Context: an optimization exercise on an open-source flow, tuned for small area, a short achievable clock period and few clock cycles per item. The choices shown serve that exercise and are no tape-out recipe.
At most, simulation tests tie the RTL to the original design; equivalence was not proved.
Power is estimated from default activity; no workload was simulated.

==> flow/design.v <==
package proc_pkg;
    localparam int unsigned ADDR_W = 24;
    localparam int unsigned DATA_W = 8;
endpackage
module dmem_array (
    input  logic        clk,
    input  logic        we,
    input  logic [7:0]  waddr,
    input  logic [7:0]  wdata,
    input  logic [5:0]  raddr,
    output logic [31:0] rquart
);
    logic [2047:0] mem;
    for (genvar i = 0; i < 256; i++) begin : g_word
        always_ff @(posedge clk) begin
            if (we && (waddr == 8'(i))) mem[8*i +: 8] <= wdata;
        end
    end
    for (genvar q = 0; q < 4; q++) begin : g_quart
        assign rquart[8*q +: 8] = mem[512*q + 8*raddr +: 8];
    end
endmodule
module data_mem_ctrl (
    input  logic        clk,
    input  logic        rst_n,
    input  logic [23:0] bus_addr_in,
    input  logic        bus_req,
    input  logic        bus_we,
    input  logic [7:0]  bus_wdata,
    output logic [7:0]  bus_rdata,
    output logic        bus_busy,
    output logic        bus_done,
    output logic        bus_err
);
    logic        busy_q;
    logic        w_v;
    logic [7:0]  w_addr;
    logic [7:0]  w_data;
    logic        s1_v;
    logic        s1_err;
    logic [1:0]  s1_quart;
    logic [31:0] s1_cand;
    logic        s1_fwd;
    logic [7:0]  s1_fwd_data;
    logic        done_q;
    logic        err_q;
    logic [7:0]  rdata_q;
    logic [31:0] rquart;
    logic        oor_c;
    logic        acc_c;
    assign oor_c = |bus_addr_in[23:8];
    assign acc_c = rst_n && bus_req && !busy_q;
    always_ff @(posedge clk) begin
        if (!rst_n) begin
            busy_q <= 1'b1;
            w_v    <= 1'b0;
            s1_v   <= 1'b0;
            done_q <= 1'b0;
        end else begin
            busy_q <= 1'b0;
            w_v    <= acc_c && bus_we && !oor_c;
            s1_v   <= acc_c;
            done_q <= s1_v;
        end
    end
    always_ff @(posedge clk) begin
        w_addr      <= bus_addr_in[7:0];
        w_data      <= bus_wdata;
        s1_err      <= oor_c;
        s1_quart    <= bus_addr_in[7:6];
        s1_cand     <= rquart;
        s1_fwd      <= w_v && (w_addr == bus_addr_in[7:0]);
        s1_fwd_data <= w_data;
        err_q       <= s1_err;
        rdata_q     <= s1_fwd ? s1_fwd_data : s1_cand[8*s1_quart +: 8];
    end
    dmem_array u_array (
        .clk    (clk),
        .we     (w_v),
        .waddr  (w_addr),
        .wdata  (w_data),
        .raddr  (bus_addr_in[5:0]),
        .rquart (rquart)
    );
    assign bus_rdata = rdata_q;
    assign bus_busy  = busy_q;
    assign bus_done  = done_q;
    assign bus_err   = err_q;
endmodule
module data_mem_top (
    input  logic        clk,
    input  logic        rst_n,
    input  logic [23:0] addr_in,
    input  logic        req,
    input  logic        we,
    input  logic [7:0]  wdata,
    output logic [7:0]  rdata,
    output logic        busy,
    output logic        done,
    output logic        err
);
    data_mem_ctrl u_ctrl (
        .clk         (clk),
        .rst_n       (rst_n),
        .bus_addr_in (addr_in),
        .bus_req     (req),
        .bus_we      (we),
        .bus_wdata   (wdata),
        .bus_rdata   (rdata),
        .bus_busy    (busy),
        .bus_done    (done),
        .bus_err     (err)
    );
endmodule
clock: 4.5 ns
lec_check: 0
cap_margin: 20
core_margin: 2
core_utilization: 60
cts_buf_list: sky130_fd_sc_hd__clkbuf_8 sky130_fd_sc_hd__clkbuf_16
cts_cluster_diameter: 120
cts_cluster_size: 24
setup_slack_margin: 2.2
slew_margin: 20
run.sh (not shown) runs the stock make flow with config.mk's settings and CLKGATE_MAP_FILE= SYNTH_SCRIPT=/design/flow/synth_recipe.tcl, a recipe that flattens the netlist after the stock synthesis.
==> next run, changes <==
--- a/flow/design.v
+++ b/flow/design.v
@@ -4,21 +4,20 @@
 endpackage
 module dmem_array (
     input  logic        clk,
     input  logic        we,
-    input  logic [7:0]  waddr,
+    input  logic [7:0]  addr,
     input  logic [7:0]  wdata,
-    input  logic [5:0]  raddr,
     output logic [31:0] rquart
 );
     logic [2047:0] mem;
     for (genvar i = 0; i < 256; i++) begin : g_word
         always_ff @(posedge clk) begin
-            if (we && (waddr == 8'(i))) mem[8*i +: 8] <= wdata;
+            if (we && (addr == 8'(i))) mem[8*i +: 8] <= wdata;
         end
     end
     for (genvar q = 0; q < 4; q++) begin : g_quart
-        assign rquart[8*q +: 8] = mem[512*q + 8*raddr +: 8];
+        assign rquart[8*q +: 8] = mem[512*q + 8*addr[5:0] +: 8];
     end
 endmodule
 module data_mem_ctrl (
     input  logic        clk,
@@ -32,17 +31,12 @@
     output logic        bus_done,
     output logic        bus_err
 );
     logic        busy_q;
-    logic        w_v;
-    logic [7:0]  w_addr;
-    logic [7:0]  w_data;
     logic        s1_v;
     logic        s1_err;
     logic [1:0]  s1_quart;
     logic [31:0] s1_cand;
-    logic        s1_fwd;
-    logic [7:0]  s1_fwd_data;
     logic        done_q;
     logic        err_q;
     logic [7:0]  rdata_q;
     logic [31:0] rquart;
@@ -52,35 +46,28 @@
     assign acc_c = rst_n && bus_req && !busy_q;
     always_ff @(posedge clk) begin
         if (!rst_n) begin
             busy_q <= 1'b1;
-            w_v    <= 1'b0;
             s1_v   <= 1'b0;
             done_q <= 1'b0;
         end else begin
             busy_q <= 1'b0;
-            w_v    <= acc_c && bus_we && !oor_c;
             s1_v   <= acc_c;
             done_q <= s1_v;
         end
     end
     always_ff @(posedge clk) begin
-        w_addr      <= bus_addr_in[7:0];
-        w_data      <= bus_wdata;
-        s1_err      <= oor_c;
-        s1_quart    <= bus_addr_in[7:6];
-        s1_cand     <= rquart;
-        s1_fwd      <= w_v && (w_addr == bus_addr_in[7:0]);
-        s1_fwd_data <= w_data;
-        err_q       <= s1_err;
-        rdata_q     <= s1_fwd ? s1_fwd_data : s1_cand[8*s1_quart +: 8];
+        s1_err   <= oor_c;
+        s1_quart <= bus_addr_in[7:6];
+        s1_cand  <= rquart;
+        err_q    <= s1_err;
+        rdata_q  <= s1_cand[8*s1_quart +: 8];
     end
     dmem_array u_array (
         .clk    (clk),
-        .we     (w_v),
-        .waddr  (w_addr),
-        .wdata  (w_data),
-        .raddr  (bus_addr_in[5:0]),
+        .we     (acc_c && bus_we && !oor_c),
+        .addr   (bus_addr_in[7:0]),
+        .wdata  (bus_wdata),
         .rquart (rquart)
     );
     assign bus_rdata = rdata_q;
     assign bus_busy  = busy_q;
Outcome:
- fmax rose by 1.1%
- final cell count fell by 1.6%
- worst setup slack improved by 26 ps
- wire length fell by 7.7%
- clock power fell by about 1%
- synthesized area fell by 1.2%
- power fell by 1.2%
- sequential cell count fell by 24
Testbench counts after the change, summed over its fixed seeds: cycles 4,816, items 4,800.
For the first run of this note, only the layout was checked, not whether the RTL still works.

## static timing again, ports no longer ideal
Ports are ideal in the flow. The routed layouts listed here were re-timed in OpenROAD.
Step 1 assumes that a clkbuf_16 drives the clock port and a buf_2 every other input.
Step 2, shift: input delay + t, output delay - t, t = (earliest + latest rising clock arrival at the registers) / 2. This alone moves slack from input paths to output paths.
Slacks: ideal ports / drivers / drivers and shift; pairs: ideal ports / drivers.
run | shift t [ns] | slack for setup (ns) | latest minus earliest clock arrival (ns) | cell pins on the clock port's net
the first run | 0.814 | 2.107 / 2.036 / 1.222 | 0.035 / 0.036 | 1
the second run | 0.808 | 2.133 / 1.883 / 1.075 | 0.045 / 0.045 | 1
After both steps every run listed still meets setup and hold. The setup slack of the second run, which loses most, moves by -0.250 ns with the drivers and by -1.058 ns with both steps.
